Source: an optimization exercise on an open RTL-to-GDS flow (aim: small area, a short achievable clock period and few clock cycles per item). Production flows keep margins and buffers that such runs may drop.
RTL that was checked went through simulation tests only; none was proved equivalent to the original.
No functional check of the RTL was part of runs 1 and 2.
Power figures rest on the tool's default switching activity, not on a simulated workload.

File: flow/config.mk
export PLATFORM = sky130hd
export DESIGN_NAME = dmem_wait
export DESIGN_NICKNAME = dmem_wait
export VERILOG_FILES = /design/flow/design.v
export SDC_FILE = /design/flow/constraint.sdc
export NUM_CORES = 4
export LEC_CHECK = 0
export CAP_MARGIN = 20
export CORE_MARGIN = 2
export CORE_UTILIZATION = 40
export SETUP_SLACK_MARGIN = 2.0
export SLEW_MARGIN = 20
export TNS_END_PERCENT = 10
File: flow/constraint.sdc
create_clock -name core_clock -period 5.0 [get_ports {clk}]
set_input_delay 1.0000 -clock core_clock [delete_from_list [all_inputs] [get_ports {clk}]]
set_output_delay 1.0000 -clock core_clock [all_outputs]
set_load 0.01 [all_outputs]
File: flow/design.v
module dmem_wait (
    input  logic        clk,
    input  logic        reset,
    input  logic        req,
    input  logic        we,
    input  logic [1:0]  size,
    input  logic        signed_ld,
    input  logic [31:0] addr,
    input  logic [31:0] wdata,
    output logic [31:0] rdata,
    output logic        ready,
    output logic        err,
    output logic [31:0] io_out
);
    logic [63:0][31:0] r_mem;
    logic [31:0]       r_io_out;
    logic [31:0]       r_cyc;
    logic [31:0]       r_rdata;
    logic              r_ready;
    logic              r_err;
    logic        w_io, w_err, w_byte, w_half, w_word, w_ld, w_st;
    logic [1:0]  a;
    logic [3:0]  w_lane;
    logic [63:0] w_dec;
    logic [31:0] w_wrep;
    logic [31:0] w_cyc_next;
    always_comb begin
        a      = addr[1:0];
        w_io   = &addr[31:16];
        w_byte = (size == 2'd0);
        w_half = (size == 2'd1);
        w_word = (size == 2'd2);
        w_err  = (size == 2'd3) | (w_half & a[0]) | (w_word & (a != 2'd0)) | (w_io & ~w_word);
        w_ld   = ~we & ~w_err;
        w_st   = req & we & ~w_err;
        w_lane[0] = w_word | (w_half & ~a[1]) | (w_byte & (a == 2'd0));
        w_lane[1] = w_word | (w_half & ~a[1]) | (w_byte & (a == 2'd1));
        w_lane[2] = w_word | (w_half &  a[1]) | (w_byte & (a == 2'd2));
        w_lane[3] = w_word | (w_half &  a[1]) | (w_byte & (a == 2'd3));
        for (int i = 0; i < 64; i++) w_dec[i] = (addr[7:2] == 6'(i));
        w_wrep[7:0]   = wdata[7:0];
        w_wrep[15:8]  = w_byte ? wdata[7:0] : wdata[15:8];
        w_wrep[23:16] = w_word ? wdata[23:16] : wdata[7:0];
        w_wrep[31:24] = w_word ? wdata[31:24] : (w_half ? wdata[15:8] : wdata[7:0]);
        w_cyc_next = r_cyc + 32'd1;
    end
    always_ff @(posedge clk) begin
        for (int i = 0; i < 64; i++) begin
            for (int k = 0; k < 4; k++) begin
                if (w_st & ~w_io & w_lane[k] & w_dec[i]) begin
                    r_mem[i][8*k +: 8] <= w_wrep[8*k +: 8];
                end
            end
        end
    end
    logic [31:0] w_rd;
    always_comb begin
        w_rd = '0;
        for (int i = 0; i < 64; i++) begin
            w_rd = w_rd | ({32{w_dec[i] & ~w_io}} & r_mem[i]);
        end
        w_rd = w_rd | ({32{w_io & (addr[15:0] == 16'h0000)}} & r_io_out)
                    | ({32{w_io & (addr[15:0] == 16'h0004)}} & w_cyc_next);
    end
    logic [3:0]  w_b, w_sb;
    logic [1:0]  w_h, w_sh;
    logic        w_w, w_sgn_b, w_sgn_h;
    logic [31:0] w_load;
    always_comb begin
        w_b[0] = w_ld & (w_word | (w_half & ~a[1]) | (w_byte & (a == 2'd0)));
        w_b[1] = w_ld & w_byte & (a == 2'd1);
        w_b[2] = w_ld & ((w_half & a[1]) | (w_byte & (a == 2'd2)));
        w_b[3] = w_ld & w_byte & (a == 2'd3);
        w_h[0] = w_ld & (w_word | (w_half & ~a[1]));
        w_h[1] = w_ld & w_half & a[1];
        w_w    = w_ld & w_word;
        for (int k = 0; k < 4; k++) w_sb[k] = w_ld & signed_ld & w_byte & (a == 2'(k));
        w_sh[0] = w_ld & signed_ld & w_half & ~a[1];
        w_sh[1] = w_ld & signed_ld & w_half & a[1];
        w_sgn_b = (w_sb[0] & w_rd[7]) | (w_sb[1] & w_rd[15])
                | (w_sb[2] & w_rd[23]) | (w_sb[3] & w_rd[31]);
        w_sgn_h = (w_sh[0] & w_rd[15]) | (w_sh[1] & w_rd[31]);
        w_load[7:0]   = ({8{w_b[0]}} & w_rd[7:0])   | ({8{w_b[1]}} & w_rd[15:8])
                      | ({8{w_b[2]}} & w_rd[23:16]) | ({8{w_b[3]}} & w_rd[31:24]);
        w_load[15:8]  = ({8{w_h[0]}} & w_rd[15:8])  | ({8{w_h[1]}} & w_rd[31:24])
                      | {8{w_sgn_b}};
        w_load[31:16] = ({16{w_w}} & w_rd[31:16])   | {16{w_sgn_b | w_sgn_h}};
    end
    always_ff @(posedge clk) begin
        r_rdata <= w_load;
        r_err   <= w_err;
    end
    always_ff @(posedge clk) begin
        if (reset) r_ready <= 1'b0;
        else       r_ready <= req;
    end
    always_ff @(posedge clk) begin
        if (reset) begin
            r_io_out <= '0;
        end else if (w_st & w_io & (addr[15:0] == 16'h0000)) begin
            r_io_out <= wdata;
        end
    end
    always_ff @(posedge clk) begin
        if (reset) r_cyc <= '0;
        else       r_cyc <= w_cyc_next;
    end
    assign rdata  = r_rdata;
    assign ready  = r_ready;
    assign err    = r_err;
    assign io_out = r_io_out;
endmodule
File: flow/run.sh
#!/bin/bash
# synth_recipe.tcl (not shown) runs the flow's synth.tcl, then flattens the netlist and writes it again
# the make line also repeats each setting of config.mk as NAME=value (left out here)
make -C /OpenROAD-flow-scripts/flow DESIGN_CONFIG=/design/flow/config.mk WORK_HOME=/design/flow/orfs CLKGATE_MAP_FILE= SYNTH_SCRIPT=/design/flow/synth_recipe.tcl finish
==> results of run 1 <==
==> worst max-delay path: stages <==
cell	delay, ns
buf_8	0.16
nor2_4	0.15
buf_4	0.18
buf_12	0.18
nand3_1	0.15
nand4_1	0.20
nor4_4	0.51
a31oi_2	0.19
or4_4	0.67
buf_6	0.17
buf_6	0.11
a31oi_4	0.23
buf_12	0.15
buf_16	0.11
o2111ai_2	0.08
==> area by class of cell <==
class / instances / area, um^2
timing repair buffer: 1085 / 11600
fill: 16719 / 99000
clock buffer: 250 / 5430
sequential: 2146 / 63500
clock inverter: 130 / 1050
antenna: 33 / 82.6
inverter: 6 / 22.5
multi-input combinational: 2944 / 20300
tap: 2688 / 3360
==> stage by stage <==
stage | worst slack, ns | total power [mW] | instance area (um^2) | utilization [%]
6_report | 1.44 | 37.8 | 105000 | 51.5
5_1_grt | 1.50 | 38.3 | 105000 | 51.5
4_1_cts | 1.64 | 37.4 | 104000 | 51.0
3_5_place_dp | -0.309 | 22.1 | 92500 | 45.3
3_3_place_gp | -1.12 | 22.1 | 92500 | 45.2
2_1_floorplan | 1.50 | 21.0 | 83500 | -
==> layer usage <==
layer,up-vias,wire length (um)
li1,23799,-
met1,32363,140000
met2,6876,168000
met3,1647,70800
met4,30,35700
met5,-,903
==> layout by cell type, fill, tap and decap left out, types with 22 or more instances in the layout <==
cell | synthesis | final
buf_16 | 0 | 33
nand3_2 | 0 | 22
nor3_1 | 29 | 24
a2111oi_0 | 66 | 22
nor2_2 | 1 | 118
nor2_1 | 381 | 127
a22o_1 | 41 | 39
nor4_1 | 70 | 47
clkinv_1 | 0 | 61
and3_1 | 207 | 187
clkbuf_16 | 0 | 214
buf_12 | 0 | 151
nand2_1 | 264 | 233
nand3_1 | 763 | 739
clkinv_2 | 0 | 36
edfxtp_1 | 2048 | 2048
clkbuf_1 | 273 | 39
clkdlybuf4s50_1 | 0 | 103
buf_6 | 5 | 61
diode_2 | 0 | 33
a21oi_1 | 68 | 64
a22oi_1 | 463 | 440
nor2_4 | 0 | 137
a22oi_2 | 0 | 23
buf_4 | 4 | 682
dfxtp_1 | 98 | 98
nand4_1 | 265 | 265
==> how the worst max path moves through the flow <==
stage	from	to	slack [ns]
global placement	addr[2]	r_rdata[4]	-1.12
global route	addr[7]	r_rdata[31]	1.50
floorplan	addr[6]	r_rdata[17]	1.50
detailed placement	addr[2]	r_rdata[1]	-0.31
finish	addr[3]	r_rdata[23]	1.44
CTS	size[1]	r_mem[1369]	1.64
==> power by group through the flow <==
stage	clock, mW	sequential, mW	combinational [mW]
floorplan	0	20.3	0.701
global placement	0	20.3	1.82
detailed placement	0	20.3	1.84
CTS	15.3	19.9	2.22
global route	16.0	19.9	2.40
finish	15.5	19.9	2.43
==> cell usage after synthesis, types with 15 or more instances <==
cell | count | area (um^2)
nor2_1 | 381 | 1430
nand3_1 | 763 | 3820
and4_1 | 15 | 131
o21ai_0 | 20 | 100
a2111oi_0 | 66 | 578
a22oi_1 | 463 | 3480
buf_2 | 54 | 270
edfxtp_1 | 2048 | 61500
a22o_1 | 41 | 359
clkbuf_1 | 273 | 1020
mux2_2 | 15 | 169
nand2_1 | 264 | 991
nand4_1 | 265 | 1660
xnor2_1 | 17 | 149
a21oi_1 | 68 | 340
or4_1 | 20 | 150
o2111ai_1 | 19 | 166
and3_1 | 207 | 1290
dfxtp_1 | 98 | 1960
buf_1 | 49 | 184
nor4_1 | 70 | 438
nor2b_1 | 19 | 119
nor3_1 | 29 | 145
==> what timing repair did <==
| action | in CTS | in global routing |
|---|---|---|
| setup endpoints to repair | 2063 | 1197 |
| resized for setup | 458 | 93 |
| pin swaps | 112 | 53 |
| buffers inserted | 236 | 41 |
| cloned | 41 | 2 |
==> kinds of logic after synthesis <==
kind of cell,synth area share [%]
muxes,0.254
adders and majority gates,0.0152
buffers and inverters,1.93
xor gates and xnor gates,0.330
and+or+nand+nor,13.1
AOI/OAI and AO/OA,7.17
DFF,77.2
==> sequential cells by signal, summed over array words and instances, names as in the netlist <==
signal    flops
r_err         1
r_mem      2048
r_rdata      32
r_ready       1
r_io_out     32
r_cyc        32
==> impl_results.md, run 1 <==
- RSZ-0062 raised after global routing: true
- DRT Pass-1 Iters: 13
- Worst Setup End Kind: flop
- R2R Path Start: r_mem[1743]
- Initial DRC count: 14432
- Clock Skew: 0.0318 ns
- Final GP Congestion: 1.03
- DRT Wirelength: 415000 um
- Final hold violation count: 0
- Die ar.: 0.209 mm^2
- Clock slew at reported path FFs: 0.06 ns
- Worst Hold Depth: 2
- Slew HR: 15.3%
- Clock root cell: clkbuf_16
- Peak supply drop: 0.000345 V
- Ratio of cells with drive above 1 in the final layout: 27.1%
- M3 GR Usage: 17.8%
- Total grt overflow: 0
- TritonCTS buffer count: 208
- Worst Hold Class: reg2reg
- Critical path class: in2reg
- Leak pwr: 35.1 nW
- First-pass GRT wire length: 539000 um
- Post-CTS Hold Buffers: 0
- Clock Latency Late Sink: 0.86 ns
- Antenna violations before repair: 34
- Final TNS setup: 0 ns
- Startpoint Class: input pin
- Initial Util: 40.2%
- Async set-or-reset flop fraction in the synthesized netlist: 0%
- PwrDens: 358 mW/mm^2
- Residual DRC: 0
- Largest net degree at the start of global routing: 69
- Count of final setup violators: 0
- Chip Width: 457 um
- Outcome: complete, no violations
- Seq cells post-synth: 2146
- Net load switching power: 8.72 mW
- Vias in the first global route: 58735
- GR Util met2: 52.6%
- Top Ports: 137
- Hold Startpoint: r_io_out[17]
- Nets: 6463
- Max H-tree Level: 4
- Syn. warnings: 1
- Minimum hold slack: 0.478 ns
- Worst reg-to-reg path cell count: 12
- Height of the die: 457 um
- Logic pwr share: 6.4%
- Slew @ Worst Pin: 1.27 ns
- Clock share of power: 40.9%
- Tmin final: 3.56 ns
- CTS tree: yes
- Area Overhead vs Synth: 28.1%
- Distinct cells, synth: 72
- Sequential share of the synthesized area: 77.2%
- Non-filler cells, final: 9282
- P_int: 29.0 mW
- Top_reg_cell synth: edfxtp_1
- Post-synth EDFFs: 2048
- CTS Buffer Depth: 3
- R2R Setup Slk: 1.84 ns
- Dpl hpwl: 259000 um
- Worst Path Arrival: 4.28 ns
- Vias/cell: 6.97
- Crit path required time: 5.72 ns
- Worst hold endpoint: r_io_out[17]
- GR peak layer: met2
- Row count: 166
- Post-Synthesis Net Count: 5548
- ANT nets after route: 0
- F_max: 281 MHz
- Syn Inst Count: 5476
- Avg Cell Area, Syn: 15.0 um^2
- Crit-path max FO: 52
- Final period util: 71.2%
- Sequential share of power: 52.6%
- Port bufs: 136
- M1 GR Usage: 48.1%
- Vias: 64715
- Core area: 0.204 mm^2
- Switching part of the total power: 23.1%
- Post-Syn Area: 0.0822 mm^2
- Routed wire length per instance: 44.8 um
- Inst Count DP: 8548
- GRT Total Usage: 38.5%
- Reg2reg end: r_rdata[23]
- Slew Viols, Final: 0
- # clock sinks: 2146
- Max-cap violations: 0
==> inputs of run 2 (changes only) <==
--- a/flow/config.mk
+++ b/flow/config.mk
@@ -7,7 +7,7 @@
 export LEC_CHECK = 0
 export CAP_MARGIN = 20
 export CORE_MARGIN = 2
-export CORE_UTILIZATION = 40
+export CORE_UTILIZATION = 60
 export SETUP_SLACK_MARGIN = 2.0
 export SLEW_MARGIN = 20
 export TNS_END_PERCENT = 10
==> impl_results.md, run 2 <==
- Vias in the first global route: 57974
- Sequential share of power: 52.9%
- ANT nets after route: 0
- Chip Width: 374 um
- DRT Wirelength: 388000 um
- Final GP Congestion: 1.07
- Post-synth top area share: 74.8%
- Routed wire length per instance: 47.7 um
- Outcome: complete, no violations
- Port bufs: 136
- Ratio of cells with drive above 1 in the final layout: 24.4%
- First-pass GRT wire length: 504000 um
- Clock slew at reported path FFs: 0.06 ns
- Startpoint Class: input pin
- Async set-or-reset flop fraction in the synthesized netlist: 0%
- Row count: 135
- Final TNS setup: 0 ns
- PwrDens: 370 mW/mm^2
- Max H-tree Level: 4
- Clock root cell: clkbuf_16
- Vias: 64244
- # clock sinks: 2146
- Final period util: 76.3%
- P_int: 29.0 mW
- Post-synth EDFFs: 2048
- Count of final setup violators: 0
- Net load switching power: 8.54 mW
- Distinct cells, synth: 72
- DRT Pass-1 Iters: 9
- Worst Setup End Kind: flop
- TritonCTS buffer count: 203
- Max-cap violations: 0
- Final hold violation count: 0
- Switching part of the total power: 22.7%
- Nets: 6229
- Tmin final: 3.81 ns
- Crit-path most repeated cell: buf_12
- Dpl hpwl: 246000 um
- Most frequent cell after synthesis: edfxtp_1
- F_max: 262 MHz
- Area Overhead vs Synth: 23.4%
- Core area: 0.136 mm^2
- Worst Path Arrival: 4.56 ns
- Height of the die: 374 um
- Slew @ Worst Pin: 1.22 ns
- RSZ-0062 raised after global routing: true
- Critical path class: in2reg
- Syn. warnings: 1
- Commonest cells after routing, fill and taps aside: edfxtp_1, nand3_1, buf_4
- Clock Latency Late Sink: 0.89 ns
- Peak supply drop: 0.000463 V
- Max FFs per register: 2048
- Die ar.: 0.140 mm^2
- Slew Viols, Final: 0
- Largest reg by FF count: r_mem
- Seq cells post-synth: 2146
- CP peak stage delay: 0.74 ns
- Top_reg_cell synth: edfxtp_1
- Logic pwr share: 6.2%
- Slowest cell on crit path: a211oi_4
- Leak pwr: 33.6 nW
- Antenna violations before repair: 26
- Final core occ: 74.7%
- Total grt overflow: 0
- Largest net degree at the start of global routing: 68
- Slew HR: 18.3%
- Synth top area cells: edfxtp_1, nand3_1, a22oi_1
- Critical-path cell list: buf_8, buf_12, nor4_4, buf_4, buf_12, nand3_1, nand4_1, or4_1, or4_4, a211oi_4, buf_6, o22ai_2, or3_1
- Top Ports: 137
- Post-Synthesis Net Count: 5548
- Clock Skew: 0.0358 ns
- Vias/cell: 7.91
- Worst Hold Class: reg2reg
- Most common cell after layout, fill and taps aside: edfxtp_1
- Clock share of power: 40.9%
- Initial DRC count: 15331
- Synth cell count leaders: edfxtp_1, nand3_1, a22oi_1, nor2_1, clkbuf_1
- Avg Cell Area, Syn: 15.0 um^2
- Crit-path max FO: 23
- Sequential share of the synthesized area: 77.2%
- Initial Util: 60.5%
- Post-Syn Area: 0.0822 mm^2
- Crit path required time: 5.75 ns
- Residual DRC: 0
- CTS tree: yes
- Synth area leader: edfxtp_1
- CTS Buffer Depth: 3
- GRT Total Usage: 54.4%
- Syn Inst Count: 5476
[run 2: cell types whose count changed in the layout (fill, tap and decap cells not counted), sizes merged, moves of 2 or more]
cell	change
buf	-223
bufbuf	-6
bufinv	+3
clkbuf	+5
clkdlybuf4s50	+2
clkinv	-10
diode	-13
dlygate4sd2	-13
dlymetal6s2s	+9
[run 2: repair_timing]
action	in CTS	in global routing
setup buffers	118	54
endpoints found under the hold margin	0	0
cloned	15	8
pin swaps	81	76
setup endpoints to repair	2054	1899
hold buffers	0	0
resized for setup	326	146
[run 2: power groups by stage]
| stage | Clock [mW] | Combinational (mW) | Sequential (mW) |
|---|---|---|---|
| 2_1_floorplan | 0 | 0.701 | 20.3 |
| 3_3_place_gp | 0 | 1.83 | 20.2 |
| 3_5_place_dp | 0 | 1.86 | 20.2 |
| 4_1_cts | 15.2 | 2.09 | 19.9 |
| 5_1_grt | 15.9 | 2.28 | 19.9 |
| 6_report | 15.4 | 2.33 | 19.9 |
[run 2: final timing paths]
path / from / to / slack (ns) / cells past startpoint
worst max-delay path: addr[7] / r_rdata[6] / 1.19 / 13
worst min-delay path: r_io_out[14] / r_io_out[14] / 0.49 / 2
worst max register to register: r_mem[391] / r_rdata[21] / 1.28 / 12
worst min register to register: r_io_out[14] / r_io_out[14] / 0.49 / 2
[run 2: layout make-up]
class | count | area (um^2)
fill | 8373 | 34300
inverter | 6 | 22.5
clock inverter | 123 | 1140
timing repair buffer | 859 | 8890
clock buffer | 250 | 5350
multi-input combinational | 2941 | 20400
antenna | 20 | 50.0
sequential | 2146 | 63500
tap | 1781 | 2230
[run 2: kinds of logic (layout without fill, tap and decap cells)]
group	after synthesis	count (layout)	synth area share [%]
buffers and inverters	391	1238	1.93
muxes	19	19	0.254
adders and majority gates	1	1	0.0152
other	0	20	0
DFF	2146	2146	77.2
xor gates and xnor gates	31	31	0.330
AOI/OAI and AO/OA	781	781	7.17
and+or+nand+nor	2107	2109	13.1
[run 2: critical path, delay by kind of cell]
family / cells / cell delay, ns
AND/OR/NAND/NOR: 6 / 1.78
buffers and inverters: 5 / 0.93
AO/OA/AOI/OAI: 2 / 0.81
[run 2: metal layers]
layer / routed length [um] / up-vias / global-route usage, %
met3: 77800 / 1972 / 30.1
met1: 118000 / 31105 / 66.2
met5: 842 / - / 2.68
li1: - / 23298 / -
met2: 153000 / 7835 / 73.0
met4: 38800 / 34 / 38.7
[run 2: per-stage QoR]
stage               worst slack, ns  hold WS (ns)  instances  area [um^2]  total power, mW
global route                   1.28         0.505       8107       101000             38.0
detailed placement           -0.265         0.470       7537        90500             22.1
floorplan                      1.50         0.450       5476        83500             21.0
global placement             -0.302         0.462       7535        90500             22.1
finish                         1.19         0.494       8126       101000             37.5
CTS                            1.42         0.494       8043       100000             37.1
==> inputs of run 3 (changes only) <==
--- a/flow/design.v
+++ b/flow/design.v
@@ -15,9 +15,14 @@
     logic [63:0][31:0] r_mem;
     logic [31:0]       r_io_out;
     logic [31:0]       r_cyc;
-    logic [31:0]       r_rdata;
+    logic [31:0]       r_word;
     logic              r_ready;
     logic              r_err;
+    logic [3:0]        r_b;     
+    logic [1:0]        r_h;     
+    logic              r_w;     
+    logic [3:0]        r_sb;    
+    logic [1:0]        r_sh;    
     logic        w_io, w_err, w_byte, w_half, w_word, w_ld, w_st;
     logic [1:0]  a;
     logic [3:0]  w_lane;
@@ -62,33 +67,19 @@
         w_rd = w_rd | ({32{w_io & (addr[15:0] == 16'h0000)}} & r_io_out)
                     | ({32{w_io & (addr[15:0] == 16'h0004)}} & w_cyc_next);
     end
-    logic [3:0]  w_b, w_sb;
-    logic [1:0]  w_h, w_sh;
-    logic        w_w, w_sgn_b, w_sgn_h;
-    logic [31:0] w_load;
-    always_comb begin
-        w_b[0] = w_ld & (w_word | (w_half & ~a[1]) | (w_byte & (a == 2'd0)));
-        w_b[1] = w_ld & w_byte & (a == 2'd1);
-        w_b[2] = w_ld & ((w_half & a[1]) | (w_byte & (a == 2'd2)));
-        w_b[3] = w_ld & w_byte & (a == 2'd3);
-        w_h[0] = w_ld & (w_word | (w_half & ~a[1]));
-        w_h[1] = w_ld & w_half & a[1];
-        w_w    = w_ld & w_word;
-        for (int k = 0; k < 4; k++) w_sb[k] = w_ld & signed_ld & w_byte & (a == 2'(k));
-        w_sh[0] = w_ld & signed_ld & w_half & ~a[1];
-        w_sh[1] = w_ld & signed_ld & w_half & a[1];
-        w_sgn_b = (w_sb[0] & w_rd[7]) | (w_sb[1] & w_rd[15])
-                | (w_sb[2] & w_rd[23]) | (w_sb[3] & w_rd[31]);
-        w_sgn_h = (w_sh[0] & w_rd[15]) | (w_sh[1] & w_rd[31]);
-        w_load[7:0]   = ({8{w_b[0]}} & w_rd[7:0])   | ({8{w_b[1]}} & w_rd[15:8])
-                      | ({8{w_b[2]}} & w_rd[23:16]) | ({8{w_b[3]}} & w_rd[31:24]);
-        w_load[15:8]  = ({8{w_h[0]}} & w_rd[15:8])  | ({8{w_h[1]}} & w_rd[31:24])
-                      | {8{w_sgn_b}};
-        w_load[31:16] = ({16{w_w}} & w_rd[31:16])   | {16{w_sgn_b | w_sgn_h}};
-    end
     always_ff @(posedge clk) begin
-        r_rdata <= w_load;
-        r_err   <= w_err;
+        r_word <= w_rd;
+        r_err  <= w_err;
+        r_b[0] <= w_ld & (w_word | (w_half & ~a[1]) | (w_byte & (a == 2'd0)));
+        r_b[1] <= w_ld & w_byte & (a == 2'd1);
+        r_b[2] <= w_ld & ((w_half & a[1]) | (w_byte & (a == 2'd2)));
+        r_b[3] <= w_ld & w_byte & (a == 2'd3);
+        r_h[0] <= w_ld & (w_word | (w_half & ~a[1]));
+        r_h[1] <= w_ld & w_half & a[1];
+        r_w    <= w_ld & w_word;
+        for (int k = 0; k < 4; k++) r_sb[k] <= w_ld & signed_ld & w_byte & (a == 2'(k));
+        r_sh[0] <= w_ld & signed_ld & w_half & ~a[1];
+        r_sh[1] <= w_ld & signed_ld & w_half & a[1];
     end
     always_ff @(posedge clk) begin
         if (reset) r_ready <= 1'b0;
@@ -105,7 +96,17 @@
         if (reset) r_cyc <= '0;
         else       r_cyc <= w_cyc_next;
     end
-    assign rdata  = r_rdata;
+    logic w_sgn_b, w_sgn_h;
+    always_comb begin
+        w_sgn_b = (r_sb[0] & r_word[7]) | (r_sb[1] & r_word[15])
+                | (r_sb[2] & r_word[23]) | (r_sb[3] & r_word[31]);
+        w_sgn_h = (r_sh[0] & r_word[15]) | (r_sh[1] & r_word[31]);
+        rdata[7:0]   = ({8{r_b[0]}} & r_word[7:0])   | ({8{r_b[1]}} & r_word[15:8])
+                     | ({8{r_b[2]}} & r_word[23:16]) | ({8{r_b[3]}} & r_word[31:24]);
+        rdata[15:8]  = ({8{r_h[0]}} & r_word[15:8])  | ({8{r_h[1]}} & r_word[31:24])
+                     | {8{w_sgn_b}};
+        rdata[31:16] = ({16{r_w}} & r_word[31:16])   | {16{w_sgn_b | w_sgn_h}};
+    end
     assign ready  = r_ready;
     assign err    = r_err;
     assign io_out = r_io_out;
--- a/flow/config.mk
+++ b/flow/config.mk
@@ -7,7 +7,5 @@
 export LEC_CHECK = 0
 export CAP_MARGIN = 20
 export CORE_MARGIN = 2
-export CORE_UTILIZATION = 60
-export SETUP_SLACK_MARGIN = 2.0
+export CORE_UTILIZATION = 40
 export SLEW_MARGIN = 20
-export TNS_END_PERCENT = 10
==> impl_results.md, run 3 <==
- Outcome: complete, no violations
- Crit-path max FO: 50
- Final TNS setup: 0 ns
- Synth area leader: edfxtp_1
- Register area: 0.0637 mm^2
- Sequential share of the synthesized area: 75.0%
- ANT nets after route: 0
- Post-CTS Hold Buffers: 0
- Distinct cells, synth: 64
- Seq cells post-synth: 2159
- Top_reg_cell synth: edfxtp_1
- Worst Setup End Kind: flop
- Multi-input logic area: 0.0195 mm^2
- Final hold violation count: 0
- Clock Skew: 0.0372 ns
- Synth cell count leaders: edfxtp_1, nand3_1, nand4_1, nor2_1, clkbuf_1
- Peak supply drop: 0.000380 V
- Commonest cells after routing, fill and taps aside: edfxtp_1, nand3_1, buf_4
- Post-Synthesis Net Count: 6157
- Most frequent cell after synthesis: edfxtp_1
- # clock sinks: 2159
- Clock slew at reported path FFs: 0.06 ns
- DRT Pass-1 Iters: 8
- Worst Path Arrival: 5.05 ns
- Minimum hold slack: 0.475 ns
- Die ar.: 0.216 mm^2
- Initial Util: 40.2%
- CTS tree: yes
- Row count: 169
- Critical path class: in2reg
- Routed wire length per instance: 37.6 um
- Initial DRC count: 12140
- Startpoint Class: input pin
- Synth top area cells: edfxtp_1, nand3_1, nand4_1
- Area Overhead vs Synth: 16.8%
- Clock Latency Late Sink: 0.88 ns
- CTS Buffer Depth: 3
- Final core occ: 46.9%
- Tmin final: 4.27 ns
- Dpl hpwl: 218000 um
- Total grt overflow: 0
- Slew Viols, Final: 0
- Postcts setup bufs: 0
- Residual DRC: 0
- Antenna violations before repair: 19
- GRT Total Usage: 32.0%
- Nets: 6529
- Top Ports: 137
- First-pass GRT wire length: 480000 um
- Worst Hold Class: in2reg
- Max H-tree Level: 4
- Vias/cell: 6.67
- Post-Syn Area: 0.0850 mm^2
- Syn Inst Count: 6085
- Post-synth top area share: 72.3%
- Post-Place Setup Slack: 0.205 ns
- F_max: 234 MHz
- TritonCTS buffer count: 210
- Max-cap violations: 0
- Core area: 0.212 mm^2
- Final period util: 85.4%
- Ratio of cells with drive above 1 in the final layout: 14.1%
- Largest reg by FF count: r_mem
- Async set-or-reset flop fraction in the synthesized netlist: 0%
- Vias in the first global route: 57760
- Height of the die: 465 um
- Crit path required time: 5.77 ns
- Layout fillers: 18317
- Slew @ Worst Pin: 1.26 ns
- RSZ-0062 raised after global routing: false
- Port bufs: 136
- Final GP Congestion: 0.987
- Most common cell after layout, fill and taps aside: edfxtp_1
- Count of final setup violators: 0
- Avg Cell Area, Syn: 14.0 um^2
- Vias: 63106
- PwrDens: 379 mW/mm^2
- Slew HR: 15.6%
- Post-synth EDFFs: 2048
- Post_cts resized: 0
- DRT Wirelength: 356000 um
- Setup WS post-layout: 0.728 ns
- Chip Width: 465 um
- Largest net degree at the start of global routing: 102
- Clock root cell: clkbuf_16
- Max FFs per register: 2048
- Syn. warnings: 1
- Leak pwr: 32.2 nW
- Total power: 37.6 mW
-- run 3: changes by cell type after synthesis, sizes merged, moves of 16 or more --
cell / change
nor3: -17
nor4: +48
nand4: +179
a22oi: -427
a221o: +34
nand3: +764
a21oi: -28
mux2i: +17
buf: +114
nand2: -73
mux2: +27
nor3b: +16
a22o: -19
and3: -17
-- run 3: kinds of logic (layout without fill, tap and decap cells) --
kind of cell             after synthesis  in the layout  synth area share, %
AO/OA/AOI/OAI                        311            311                 2.90
XOR/XNOR                              31             31                0.319
adder cells (fa/ha/maj)                1              1               0.0147
buffers and inverters                517           1063                 2.53
flip-flops                          2159           2159                 75.0
multiplexers                          63             63                0.804
other                                  0             12                    0
AND/OR/NAND/NOR                     3003           3003                 18.5
-- run 3: worst max-delay path: stages --
cell and delay [ns]:
buf_4 0.56, nor4bb_4 0.16, buf_12 0.24, buf_4 0.31
nand3_1 0.11, nand4_1 0.15, nor4_1 0.92, a41oi_1 0.72
buf_4 0.35, a2111o_1 0.29
-- run 3: metrics by stage --
stage          cell area, um^2  instances
6_report                 99300       9464
5_1_grt                  99200       9456
4_1_cts                  99200       9452
3_5_place_dp             92600       9066
3_3_place_gp             92600       9066
2_1_floorplan            85000       6085
-- run 3: path summary, 6_finish.rpt --
kind,start,to,slack [ns],cells past startpoint
max,addr[4],r_word[8],0.73,10
min,wdata[4],r_io_out[4],0.47,3
max reg2reg,r_cyc[2],r_word[27],1.75,6
min reg2reg,r_io_out[14],r_io_out[14],0.49,2
-- run 3: layer usage --
layer	wire length, um	global-route usage, %	part of all wire, %
met5	115	0	0.032
met4	24800	18.9	7.0
met3	53600	10.0	15
met2	152000	46.5	43
met1	125000	42.1	35
-- run 3: layout make-up --
cell class	instances	area share, %
Sequential cell	2159	64.2
Multi-Input combinational cell	3409	19.6
Timing Repair Buffer	669	5.95
Clock buffer	271	5.62
Tap cell	2821	3.56
Clock inverter	115	1.03
Inverter	8	0.0303
Antenna cell	12	0.0303
-- run 3: power by group --
| part | internal [mW] | switching (mW) | leakage [nW] |
|---|---|---|---|
| combinational | 0.464 | 1.57 | 9.71 |
| sequential | 20.0 | 0.0978 | 19.3 |
| clock | 8.50 | 7.02 | 3.22 |
| total | 29.0 | 8.69 | 32.2 |
Testbench counts of run 3, summed over its fixed seeds: cycles 24,000, items 12,000.

port drivers added, routing unchanged:
In the flow no input, the clock included, has a driving cell. The finished layouts below were timed again as built, in two steps. Step 1 assumes that a clkbuf_16 drives the clock port and a buf_2 every other input. Step 2 moves the port delays by t, midway between the first and last clock arrival at a register: inputs arrive t later, outputs are due t later. That takes back most of the time a late clock gives input paths. Slacks: ideal ports / drivers / drivers and shift; pairs: ideal ports / drivers.
run	t, ns	slack for setup (ns)	worst register clock-pin slew, ns
run 1	0.950	1.440 / 1.463 / 0.513	0.07 / 0.07
run 2	0.948	1.185 / 1.196 / 0.249	0.07 / 0.07
run 3	0.963	0.728 / 0.797 / -0.165	0.07 / 0.07
Met with ideal ports but missed after step 2: setup timing in run 3. For run 2, which loses most, drivers alone change the setup slack by +0.011 ns; drivers and shift together by -0.936 ns.
